From an optimization exercise on the open Yosys and OpenROAD flow, aimed at small area, a short achievable clock period and few clock cycles per item; shortcuts taken in it are not production practice.
No activity file was given, so power comes from the tool's default toggle rates.

==> try-maple <==
==> flow/design.v (excerpt) <==
module gcode_block_parser_top #(
	parameter int AXIS_WORD_CHARS = 15,
	parameter int INT_WORD_DIGITS = 4
) (
	input  logic        clk,
	input  logic        arst_n,
	input  logic        cfg_we,
	input  logic [7:0]  cfg_wdata,
	input  logic        char_valid,
	input  logic [7:0]  char_in,
	output logic        char_ready,
	output logic        block_valid,
	input  logic        block_ready,
	output logic [13:0] block_number,
	output logic [1:0]  code_letter,
	output logic [6:0]  code_number,
	output logic [13:0] feed_value,
	output logic [13:0] repeat_count,
	output logic [31:0] x_milli,
	output logic [31:0] y_milli,
	output logic [31:0] z_milli,
	output logic [31:0] a_milli
);
export LEC_CHECK = 0
export ABC_AREA = 1
export CAP_MARGIN = 20
export CORE_MARGIN = 2
export CORE_UTILIZATION = 40
export SETUP_SLACK_MARGIN = 5
export SLEW_MARGIN = 20
create_clock -name core_clock -period 8.0 [get_ports {clk}]
standard.sh (not shown) runs the stock make flow with config.mk's settings and CLKGATE_MAP_FILE= SYNTH_SCRIPT=/design/flow/synth_recipe.tcl, a recipe that flattens the netlist after the stock synthesis.
==> flow/flow/run.sh <==
#!/bin/bash
set -euo pipefail
bash standard.sh "BUFFER_PORTS_ARGS=-buffer_cell sky130_fd_sc_hd__buf_1" finish > flow_make.log 2>&1
==> inputs of try-onyx, as changes to try-maple <==
--- a/flow/design.v
+++ b/flow/design.v
@@ -37,10 +37,25 @@
 			CH_A: k = K_A;
 			default: k = K_NONE;
 		endcase
 		kind_of = k;
 	endfunction
+	typedef logic [3:0] cls_t;
+	localparam cls_t C_OTHER = 4'd0;
+	localparam cls_t C_DIGIT = 4'd10;
+	localparam cls_t C_SPACE = 4'd11;
+	localparam cls_t C_MINUS = 4'd12;
+	localparam cls_t C_POINT = 4'd13;
+	function automatic cls_t cls_of(input logic [7:0] c);
+		cls_t k;
+		k = kind_of(c);
+		if ((c[7:4] == 4'h3) && (c[3:0] <= 4'd9)) k = C_DIGIT;
+		else if (c == CH_SPACE) k = C_SPACE;
+		else if (c == CH_MINUS) k = C_MINUS;
+		else if (c == CH_POINT) k = C_POINT;
+		cls_of = k;
+	endfunction
 endpackage
 module gcode_block_parser_top #(
 	parameter int AXIS_WORD_CHARS = 15,
 	parameter int INT_WORD_DIGITS = 4
 ) (
@@ -68,16 +83,15 @@
 	localparam int CNT_W = $clog2(MAX_LIM + 1);
 	localparam logic [CNT_W-1:0] LIM_AXIS = CNT_W'(AXIS_WORD_CHARS);
 	localparam logic [CNT_W-1:0] LIM_INT = CNT_W'(INT_WORD_DIGITS);
 	localparam logic [CNT_W-1:0] LIM_CODE = CNT_W'(2);
 	localparam bit INT_SAT = (INT_WORD_DIGITS > 4);
-	localparam int AW = 36;
+	localparam int AW = 33;
 	logic [7:0]       term_q;
 	logic             cv_q;       
-	logic [7:0]       c_q;        
+	gbp_pkg::cls_t    cls_q;      
 	logic             ct_q;       
-	logic             dg_q;       
 	logic [14:0]      wt_q;       
 	logic             bv_q;       
 	logic             first_q;    
 	logic             cr_q;       
 	logic             tk_q;       
@@ -85,10 +99,13 @@
 	logic             pw_q;       
 	logic [CNT_W-1:0] cnt_q;
 	logic             neg_q, pt_q, st_q, en_q, ovf_q;
 	logic [1:0]       fd_q;
 	logic             mul10_q;    
+	logic             frac_q;     
+	logic             mul10b_q;   
+	logic             fracb_q;
 	logic [1:0]       wsel_q;     
 	logic [AW-1:0]    acc_q;
 	logic [13:0]      f_n, f_feed, f_rep;
 	logic [1:0]       f_cl;
 	logic [6:0]       f_cn;
@@ -102,38 +119,57 @@
 	assign repeat_count = f_rep;
 	assign x_milli      = f_x;
 	assign y_milli      = f_y;
 	assign z_milli      = f_z;
 	assign a_milli      = f_a;
+	function automatic logic [AW-1:0] add_sk(input logic [AW-1:0] a, input logic [AW-1:0] b,
+		input logic kill);
+		logic [AW-1:0] g, p, x;
+		int j;
+		x = a ^ b;
+		g = a & b;
+		p = x;
+		for (int l = 0; (1 << l) < AW; l++) begin
+			for (int i = 0; i < AW; i++) begin
+				if (((i >> l) & 1) == 1) begin
+					j = ((i >> l) << l) - 1;
+					g[i] = g[i] | (p[i] & g[j]);
+					p[i] = p[i] & p[j];
+				end
+			end
+		end
+		add_sk = (x & {AW{!kill}}) ^ ({g[AW-2:0], 1'b0} & {AW{!kill}});
+	endfunction
 	logic take, stall, proc;
 	logic cv_d, ct_d;
 	assign take  = char_valid && cr_q;
 	assign stall = cv_q && bv_q && (!first_q || ct_q);
 	assign proc  = cv_q && !stall;
 	assign cv_d  = stall ? cv_q : take;
 	assign ct_d  = stall ? ct_q : (char_in == term_q);
-	logic dig_in;
-	assign dig_in = (char_in[7:4] == 4'h3) && (char_in[3:0] <= 4'd9);
-	logic [7:0] c;
-	logic       digit, is_sp, is_minus, is_point;
+	gbp_pkg::kind_t kc;
+	logic       digit, is_sp, is_minus, is_point, is_n, is_l, is_f;
 	logic       k_int, k_nl, k_fl, k_axis, early;
 	logic [CNT_W-1:0] limit, cnt_inc;
-	assign c        = c_q;
-	assign digit    = dg_q;
-	assign is_sp    = (c == gbp_pkg::CH_SPACE);
-	assign is_minus = (c == gbp_pkg::CH_MINUS);
-	assign is_point = (c == gbp_pkg::CH_POINT);
+	assign kc       = (cls_q <= 4'd9) ? cls_q : gbp_pkg::K_NONE;    
+	assign digit    = (cls_q == gbp_pkg::C_DIGIT);
+	assign is_sp    = (cls_q == gbp_pkg::C_SPACE);
+	assign is_minus = (cls_q == gbp_pkg::C_MINUS);
+	assign is_point = (cls_q == gbp_pkg::C_POINT);
+	assign is_n     = (cls_q == gbp_pkg::K_N);
+	assign is_l     = (cls_q == gbp_pkg::K_L);
+	assign is_f     = (cls_q == gbp_pkg::K_F);
 	assign k_nl     = (kind_q == gbp_pkg::K_N) || (kind_q == gbp_pkg::K_G) || (kind_q == gbp_pkg::K_M);
 	assign k_fl     = (kind_q == gbp_pkg::K_F) || (kind_q == gbp_pkg::K_L);
 	assign k_int    = k_nl || k_fl;
 	assign k_axis   = (kind_q == gbp_pkg::K_W) || (kind_q == gbp_pkg::K_U) || (kind_q == gbp_pkg::K_V) || (kind_q == gbp_pkg::K_A);
 	assign cnt_inc  = cnt_q + CNT_W'(1);
 	always_comb begin
 		case (kind_q)
-			gbp_pkg::K_F: early = is_sp || (c == gbp_pkg::CH_N) || (c == gbp_pkg::CH_L);
-			gbp_pkg::K_L: early = is_sp || (c == gbp_pkg::CH_N) || (c == gbp_pkg::CH_F);
-			gbp_pkg::K_W, gbp_pkg::K_U, gbp_pkg::K_V, gbp_pkg::K_A: early = is_sp || (c == gbp_pkg::CH_N);
+			gbp_pkg::K_F: early = is_sp || is_n || is_l;
+			gbp_pkg::K_L: early = is_sp || is_n || is_f;
+			gbp_pkg::K_W, gbp_pkg::K_U, gbp_pkg::K_V, gbp_pkg::K_A: early = is_sp || is_n;
 			default: early = 1'b0;
 		endcase
 	end
 	always_comb begin
 		case (kind_q)
@@ -196,12 +232,12 @@
 	logic       mul10;
 	logic       o_axis;
 	logic [1:0] n_wsel, wsel_d;
 	logic       neg_d;
 	assign mul10 = mul10_q;
-	assign o_axis = (gbp_pkg::kind_of(c) == gbp_pkg::K_W) || (gbp_pkg::kind_of(c) == gbp_pkg::K_U)
-		|| (gbp_pkg::kind_of(c) == gbp_pkg::K_V) || (gbp_pkg::kind_of(c) == gbp_pkg::K_A);
+	assign o_axis = (kc == gbp_pkg::K_W) || (kc == gbp_pkg::K_U) || (kc == gbp_pkg::K_V)
+		|| (kc == gbp_pkg::K_A);
 	assign n_wsel = !k_axis ? 2'd3 : (!n_pt ? 2'd0 : n_fd + 2'd1);
 	assign wsel_d = absorb ? n_wsel : (open_new ? (o_axis ? 2'd0 : 2'd3) : wsel_q);
 	assign neg_d  = absorb ? n_neg : (open_new ? 1'b0 : neg_q);
 	logic [13:0] bw;
 	always_comb begin
@@ -247,17 +283,22 @@
 			default: bw = 14'd0;
 		endcase
 	end
 	logic [AW-1:0] op1, op2, op3, csa_s, csa_c, acc_sum;
 	logic          acc_oor;
-	assign op1 = mul10 ? {acc_q[AW-4:0], 3'b000} : '0;
-	assign op2 = mul10 ? {acc_q[AW-2:0], 1'b0} : acc_q;
+	localparam int HB = AW / 2;
+	assign op1[HB-1:0]  = mul10_q ? {acc_q[HB-4:0], 3'b000} : '0;
+	assign op1[AW-1:HB] = mul10b_q ? acc_q[AW-4:HB-3] : '0;
+	assign op2[HB-1:0]  = !frac_q ? {acc_q[HB-2:0], 1'b0} : acc_q[HB-1:0];
+	assign op2[AW-1:HB] = !fracb_q ? acc_q[AW-2:HB-1] : acc_q[AW-1:HB];
 	assign op3 = {{(AW-15){wt_q[14]}}, wt_q};
 	assign csa_s = op1 ^ op2 ^ op3;
 	assign csa_c = (op1 & op2) | (op1 & op3) | (op2 & op3);
-	assign acc_sum = csa_s + {csa_c[AW-2:0], wt_q[14]};
-	assign acc_oor  = (acc_q[AW-1:31] != '0) && (acc_q[AW-1:31] != '1);
+	assign acc_sum = add_sk(csa_s, {csa_c[AW-2:0], wt_q[14]}, !absorb);
+	assign acc_oor  = (acc_q[AW-1] != acc_q[31]);
+	logic          acc_big;
+	assign acc_big  = !frac_q && (acc_q[30:28] != {3{acc_q[31]}});
 	logic        sat;
 	logic [31:0] axis_val;
 	logic [13:0] int_val;
 	assign sat      = ovf_q || acc_oor;
 	assign axis_val = sat ? {neg_q, {31{!neg_q}}} : acc_q[31:0];
@@ -282,22 +323,21 @@
 			cr_q <= !(bv_d && (!first_d || (cv_d && ct_d)));
 			tk_q <= bv_q && block_ready;
 			if (absorb) begin
 				pw_q <= (cnt_inc >= limit);
 			end else if (open_new) begin
-				kind_q <= gbp_pkg::kind_of(c);
+				kind_q <= kc;
 				pw_q <= 1'b0;
 			end else if (emit || pw_q) begin
 				kind_q <= gbp_pkg::K_NONE;
 				pw_q <= 1'b0;
 			end
 		end
 	end
 	always_ff @(posedge clk) begin
 		if (!stall) begin
-			c_q <= char_in;
-			dg_q <= dig_in;
+			cls_q <= gbp_pkg::cls_of(char_in);
 			wt_q <= {neg_d, bw ^ {14{neg_d}}};
 		end
 		ct_q <= ct_d;
 		first_q <= first_d;
 		if (absorb) begin
@@ -305,28 +345,29 @@
 			neg_q <= n_neg;
 			pt_q <= n_pt;
 			st_q <= n_st;
 			en_q <= n_en;
 			fd_q <= n_fd;
-			mul10_q <= !(k_axis && n_pt);
 			wsel_q <= wsel_d;
 			if (add) begin
-				acc_q <= acc_sum;
-				ovf_q <= ovf_q || acc_oor;
+				ovf_q <= ovf_q || acc_oor || acc_big;
 			end
 		end else if (open_new) begin
 			cnt_q <= '0;
 			neg_q <= 1'b0;
 			pt_q <= 1'b0;
 			st_q <= 1'b0;
 			en_q <= 1'b0;
 			fd_q <= 2'd0;
-			mul10_q <= 1'b1;
 			wsel_q <= wsel_d;
-			acc_q <= '0;
 			ovf_q <= 1'b0;
 		end
+		if ((absorb && add) || open_new) acc_q <= acc_sum;
+		mul10_q  <= (absorb && !(k_axis && n_pt)) || open_new || (!absorb && !open_new && mul10_q);
+		frac_q   <= (absorb && k_axis && n_pt) || (!absorb && !open_new && frac_q);
+		mul10b_q <= (absorb && !n_pt) || open_new || (!absorb && !open_new && mul10b_q);
+		fracb_q  <= (absorb && n_pt && !k_int) || (!absorb && !open_new && fracb_q);
 	end
 	logic w_n, w_c, w_f, w_l, w_x, w_y, w_z, w_a;
 	logic h_n, h_c, h_f, h_l, h_x, h_y, h_z, h_a;
 	assign w_n = wr && (kind_q == gbp_pkg::K_N);
 	assign w_c = wr && (kind_q == gbp_pkg::K_G || kind_q == gbp_pkg::K_M);
Settings changed: CTS_BUF_LIST from default to sky130_fd_sc_hd__clkbuf_16, CTS_CLUSTER_DIAMETER from default to 120, CTS_CLUSTER_SIZE from default to 20, SETUP_SLACK_MARGIN 5 to 4.7.
==> comparison <==
Between try-onyx and try-maple, the lower maximum frequency is in try-maple (gap about 9%, measured against try-maple). Between try-onyx and try-maple, the lower clock-buffer cell count is in try-onyx (gap 23). Of try-onyx and try-maple, try-onyx has the higher sequential power (gap about 9%, measured against try-maple). Between try-onyx and try-maple, the lower synthesized cell count is in try-onyx (gap about 2.6%, measured against try-maple). Sequential share of layout area: try-onyx is higher than try-maple (5.9 points). Against try-onyx, the via count of try-maple is higher by 12%.
==> figures <==
Number of buffers other than clock buffers in the final layout: try-maple 308; try-onyx 217
Pin count of the biggest net entering global routing: try-maple 107; try-onyx 79
WP buf/inv: try-maple 5; try-onyx 2
Total number of vias: try-maple 13.7k; try-onyx 12.2k
Most common cell after layout, fill and taps aside: try-maple o21ai_0; try-onyx nand2_1
Number of flip-flops in the largest register: try-maple 36; try-onyx 33
Combinational-cell power consumption: try-maple 1050 uW; try-onyx 1110 uW
Termination of the worst setup path: try-maple acc_q[20]; try-onyx acc_q[31]
Inserted tap cell count: try-maple 461; try-onyx 455
Skew final: try-maple 0.0294 ns; try-onyx 0.0243 ns
Outcome: try-maple no timing/DRC/antenna violations; try-onyx no timing/DRC/antenna violations
Post-synthesis cell area: try-maple 0.0144 sq mm; try-onyx 0.0139 sq mm
Post-CTS setup repair buffer count: try-maple 38; try-onyx 4
Combined area of the multi-input logic cells: try-maple 0.00821 sq mm; try-onyx 0.00648 sq mm
No run of this note included a check of the RTL's function; only the layout flow was run.

[static timing again, ports no longer ideal]
How much do the figures lean on ideal ports? The routed layouts below were timed once more, with nothing changed but the port constraints. Step 1: set_driving_cell puts a clkbuf_16 on clk and a buf_2 on each other input, an assumption about the parent block. Step 2 also shifts input and output timing later by t, the mid clock arrival at the registers, as if the neighbouring blocks saw the same clock. Three values: ideal, step 1, step 2; two values: the first two.
| run | t (ns) | setup slack, ns | hold WS [ns] | slew at the worst register clock pin (ns) |
|---|---|---|---|---|
| try-maple | 0.619 | 4.614 / 4.614 / 4.614 | 0.485 / 0.485 / 0.485 | 0.07 / 0.07 |
| try-onyx | 0.546 | 4.889 / 4.889 / 4.490 | 0.458 / 0.458 / 0.458 | 0.10 / 0.10 |
After both steps setup and hold are still met in every run listed. The setup slack of try-onyx, which loses most, moves by 0.000 ns with the drivers and by -0.399 ns with both steps.
